Background: an optimization exercise with open tools, aiming at small area and a short achievable clock period. Do not read the settings as production practice. Function was checked by simulation only, so behaviour that the tests miss may differ from the original. Power and IR drop assume default switching activity. No driver is modelled on the clock port, so clocking that relies on it looks cheaper here than on a real chip.

==> flow/design.v <==
module mem_responder #(
   parameter int          DEPTH_WORDS = 64,
   parameter int          WAIT_CYCLES = 2,
   parameter logic [31:0] PASS_ADR    = 32'd84,
   parameter logic [31:0] PASS_DATA   = 32'd71,
   parameter logic [31:0] ALLOW_ADR   = 32'd80
) (
   input  logic        CLK,
   input  logic        Reset,
   input  logic        MemReq,
   input  logic        MemWrite,
   input  logic [31:0] DataAdr,
   input  logic [31:0] WriteData,
   input  logic [3:0]  ByteEn,
   output logic [31:0] ReadData,
   output logic        MemReady,
   output logic        Done,
   output logic        Pass
);
   localparam int NG = 8;                   
   localparam int NL = 8;                   
   logic s1, s2, resp;
   logic idle;
   assign idle = ~(s1 | s2 | resp);
   always_ff @(posedge CLK or posedge Reset) begin
      if (Reset) begin
         s1   <= 1'b0;
         s2   <= 1'b0;
         resp <= 1'b0;
      end else begin
         s1   <= idle & MemReq;
         s2   <= s1;
         resp <= s2;
      end
   end
   assign MemReady = resp;
   logic [NL-1:0] cap_lo;       
   logic [NG-1:0] cap_hi;       
   logic          cap_hi0;      
   logic [31:0]   cap_col;      
   logic          cap_d_pass;   
   logic [3:0]    cap_be;
   logic          cap_wr;
   logic          mem_ph;       
   logic unused_adr_lsb;
   assign unused_adr_lsb = ^DataAdr[1:0];
   always_ff @(posedge CLK) begin
      if (idle) begin
         for (int i = 0; i < NL; i++) cap_lo[i] <= (DataAdr[4:2] == 3'(i));
         for (int i = 0; i < NG; i++) cap_hi[i] <= (DataAdr[7:5] == 3'(i));
         cap_hi0 <= ~|DataAdr[31:8];
         cap_col    <= WriteData ^ {32{~mem_ph}};
         cap_d_pass <= (WriteData == PASS_DATA);
         cap_be  <= ByteEn;
         cap_wr  <= MemWrite;
      end
   end
   logic [31:0] mem_q [DEPTH_WORDS];
   logic [31:0] col;
   logic        commit, commit_h;
   logic        st_commit;    
   always_ff @(posedge CLK) begin
      mem_ph <= ~mem_ph;
   end
   always_ff @(posedge CLK or posedge Reset) begin
      if (Reset) st_commit <= 1'b0;
      else       st_commit <= s2 & cap_wr;
   end
   assign commit   = st_commit;
   assign commit_h = resp & cap_wr;
   assign col      = cap_col;
   for (genvar w = 0; w < DEPTH_WORDS; w++) begin : g_word
      logic        hit;
      logic [3:0]  wr_set;
      logic [3:0]  wr_hold;
      logic [31:0] nxt;
      assign hit     = cap_hi[w / NL] & cap_lo[w % NL];
      assign wr_set  =  ({4{commit   & hit}} & cap_be);
      assign wr_hold = ~({4{commit_h & hit}} & cap_be);
      for (genvar b = 0; b < 32; b++) begin : g_bit
         assign nxt[b] = ~((mem_q[w][b] | wr_set[b/8]) & (col[b] | wr_hold[b/8]));
      end
      always_ff @(posedge CLK) mem_q[w] <= nxt;
   end
   logic          rd_en;
   logic [NG-1:0] hi_rd;
   logic [31:0]   grp [NG];
   logic [31:0]   rd_mux;
   logic [31:0]   rd_q;
   assign rd_en = s2 & ~cap_wr;
   assign hi_rd = cap_hi & {NG{rd_en}};
   always_comb begin
      for (int g = 0; g < NG; g++) begin
         grp[g] = '0;
         for (int l = 0; l < NL; l++)
            grp[g] = grp[g] | (mem_q[g*NL + l] & {32{cap_lo[l]}});
      end
      rd_mux = '0;
      for (int g = 0; g < NG; g++)
         rd_mux = rd_mux | (grp[g] & {32{hi_rd[g]}});
   end
   always_ff @(posedge CLK or posedge Reset) begin
      if (Reset) rd_q <= '0;
      else       rd_q <= rd_mux ^ {32{rd_en & mem_ph}};
   end
   assign ReadData = rd_q;
   logic done_q, pass_q;
   logic hit_pass, hit_allow;
   assign hit_pass  = cap_hi0 && cap_hi[PASS_ADR[7:5]] && cap_lo[PASS_ADR[4:2]]
                      && cap_d_pass;
   assign hit_allow = cap_hi0 && cap_hi[ALLOW_ADR[7:5]] && cap_lo[ALLOW_ADR[4:2]];
   always_ff @(posedge CLK or posedge Reset) begin
      if (Reset) begin
         done_q <= 1'b0;
         pass_q <= 1'b0;
      end else if (commit && !done_q) begin
         if (hit_pass) begin
            done_q <= 1'b1;
            pass_q <= 1'b1;
         end else if (!hit_allow) begin
            done_q <= 1'b1;
            pass_q <= 1'b0;
         end
      end
   end
   assign Done = done_q;
   assign Pass = pass_q;
endmodule
export LEC_CHECK = 0
export CAP_MARGIN = 20
export CORE_MARGIN = 2
export CORE_UTILIZATION = 65
export PLACE_DENSITY = 0.75
export SLEW_MARGIN = 20
create_clock -name core_clock -period 10.0 [get_ports {CLK}]
standard.sh (not shown) runs the stock make flow with config.mk's settings and CLKGATE_MAP_FILE= SYNTH_SCRIPT=/design/flow/synth_recipe.tcl, a recipe that flattens the netlist after the stock synthesis.
==> flow/flow/run.sh <==
#!/bin/bash
# Standard synthesis (the standard.sh), then ORFS's standard layout steps
# with these changes: a larger repair_timing setup margin, clock-tree and
# port-buffer options. Each tool's output goes to its own log in the work
# folder (ORFS also keeps per-step logs in orfs/logs).
set -euo pipefail
bash standard.sh synth > synth.log 2>&1
bash standard.sh SETUP_SLACK_MARGIN=7 \
  CTS_ARGS="-sink_clustering_enable -repair_clock_nets -dont_use_dummy_load -sink_clustering_size 30 -sink_clustering_max_diameter 100" \
  BUFFER_PORTS_ARGS="-buffer_cell sky130_fd_sc_hd__buf_2" \
  finish > layout.log 2>&1
Edit:
--- a/flow/design.v
+++ b/flow/design.v
@@ -35,5 +35,5 @@
    end
    assign MemReady = resp;
-   logic [NL-1:0] cap_lo;       
+   logic [NL-1:0] cap_nlo;      
    logic [NG-1:0] cap_hi;       
    logic          cap_hi0;      
@@ -47,8 +47,9 @@
    always_ff @(posedge CLK) begin
       if (idle) begin
-         for (int i = 0; i < NL; i++) cap_lo[i] <= (DataAdr[4:2] == 3'(i));
+         for (int i = 0; i < NL; i++) cap_nlo[i] <= (DataAdr[4:2] != 3'(i));
          for (int i = 0; i < NG; i++) cap_hi[i] <= (DataAdr[7:5] == 3'(i));
          cap_hi0 <= ~|DataAdr[31:8];
-         cap_col    <= WriteData ^ {32{~mem_ph}};
+         for (int i = 0; i < 32; i++)
+            cap_col[i] <= (WriteData[i] ^ ~mem_ph) | ~ByteEn[i/8];
          cap_d_pass <= (WriteData == PASS_DATA);
          cap_be  <= ByteEn;
@@ -73,41 +74,43 @@
       logic        hit;
       logic [3:0]  wr_set;
-      logic [3:0]  wr_hold;
+      logic        wr_hold;
       logic [31:0] nxt;
-      assign hit     = cap_hi[w / NL] & cap_lo[w % NL];
+      assign hit     = cap_hi[w / NL] & ~cap_nlo[w % NL];
       assign wr_set  =  ({4{commit   & hit}} & cap_be);
-      assign wr_hold = ~({4{commit_h & hit}} & cap_be);
+      assign wr_hold = ~(commit_h & hit);
       for (genvar b = 0; b < 32; b++) begin : g_bit
-         assign nxt[b] = ~((mem_q[w][b] | wr_set[b/8]) & (col[b] | wr_hold[b/8]));
+         assign nxt[b] = ~((mem_q[w][b] | wr_set[b/8]) & (col[b] | wr_hold));
       end
       always_ff @(posedge CLK) mem_q[w] <= nxt;
    end
    logic          rd_en;
-   logic [NG-1:0] hi_rd;
+   logic [NG-1:0] nhi_rd;
+   logic          rd_flip;
    logic [31:0]   grp [NG];
    logic [31:0]   rd_mux;
    logic [31:0]   rd_q;
    assign rd_en = s2 & ~cap_wr;
-   assign hi_rd = cap_hi & {NG{rd_en}};
+   assign nhi_rd  = ~(cap_hi & {NG{rd_en}});
+   assign rd_flip = mem_ph | ~rd_en;
    always_comb begin
       for (int g = 0; g < NG; g++) begin
-         grp[g] = '0;
+         grp[g] = '1;
          for (int l = 0; l < NL; l++)
-            grp[g] = grp[g] | (mem_q[g*NL + l] & {32{cap_lo[l]}});
+            grp[g] = grp[g] & (mem_q[g*NL + l] | {32{cap_nlo[l]}});
       end
-      rd_mux = '0;
+      rd_mux = '1;
       for (int g = 0; g < NG; g++)
-         rd_mux = rd_mux | (grp[g] & {32{hi_rd[g]}});
+         rd_mux = rd_mux & (grp[g] | {32{nhi_rd[g]}});
    end
    always_ff @(posedge CLK or posedge Reset) begin
       if (Reset) rd_q <= '0;
-      else       rd_q <= rd_mux ^ {32{rd_en & mem_ph}};
+      else       rd_q <= rd_mux ^ {32{rd_flip}};
    end
    assign ReadData = rd_q;
    logic done_q, pass_q;
    logic hit_pass, hit_allow;
-   assign hit_pass  = cap_hi0 && cap_hi[PASS_ADR[7:5]] && cap_lo[PASS_ADR[4:2]]
+   assign hit_pass  = cap_hi0 && cap_hi[PASS_ADR[7:5]] && !cap_nlo[PASS_ADR[4:2]]
                       && cap_d_pass;
-   assign hit_allow = cap_hi0 && cap_hi[ALLOW_ADR[7:5]] && cap_lo[ALLOW_ADR[4:2]];
+   assign hit_allow = cap_hi0 && cap_hi[ALLOW_ADR[7:5]] && !cap_nlo[ALLOW_ADR[4:2]];
    always_ff @(posedge CLK or posedge Reset) begin
       if (Reset) begin
Effect: The changed run finished clean. Cell area shrinks by 1.3%. Critical path depth is unchanged. Power drops by 11%. Clock power is about the same. Area after synthesis drops by 1.8%.

-- port drivers added, routing unchanged --
Ports are ideal in the flow. The routed layouts listed here were re-timed in OpenROAD. Step 1, drivers: a clkbuf_16 drives CLK and a buf_2 each remaining input, both assumed. Step 2 moves the port delays by t, midway between the first and last clock arrival at a register: inputs arrive t later, outputs are due t later. That takes back most of the time a late clock gives input paths. Three values: ideal, step 1, step 2; two values: the first two.
run | shift t [ns] | setup slack, ns | worst slew at a driven data input, ns
the first run | 0.782 | 6.694 / 6.618 / 6.663 | 0.04
the second run | 0.774 | 6.618 / 6.543 / 6.688 | 0.10
After both steps setup and hold are still met in every run listed. For the first run, which loses most, drivers alone change the setup slack by -0.076 ns; drivers and shift together by -0.031 ns.
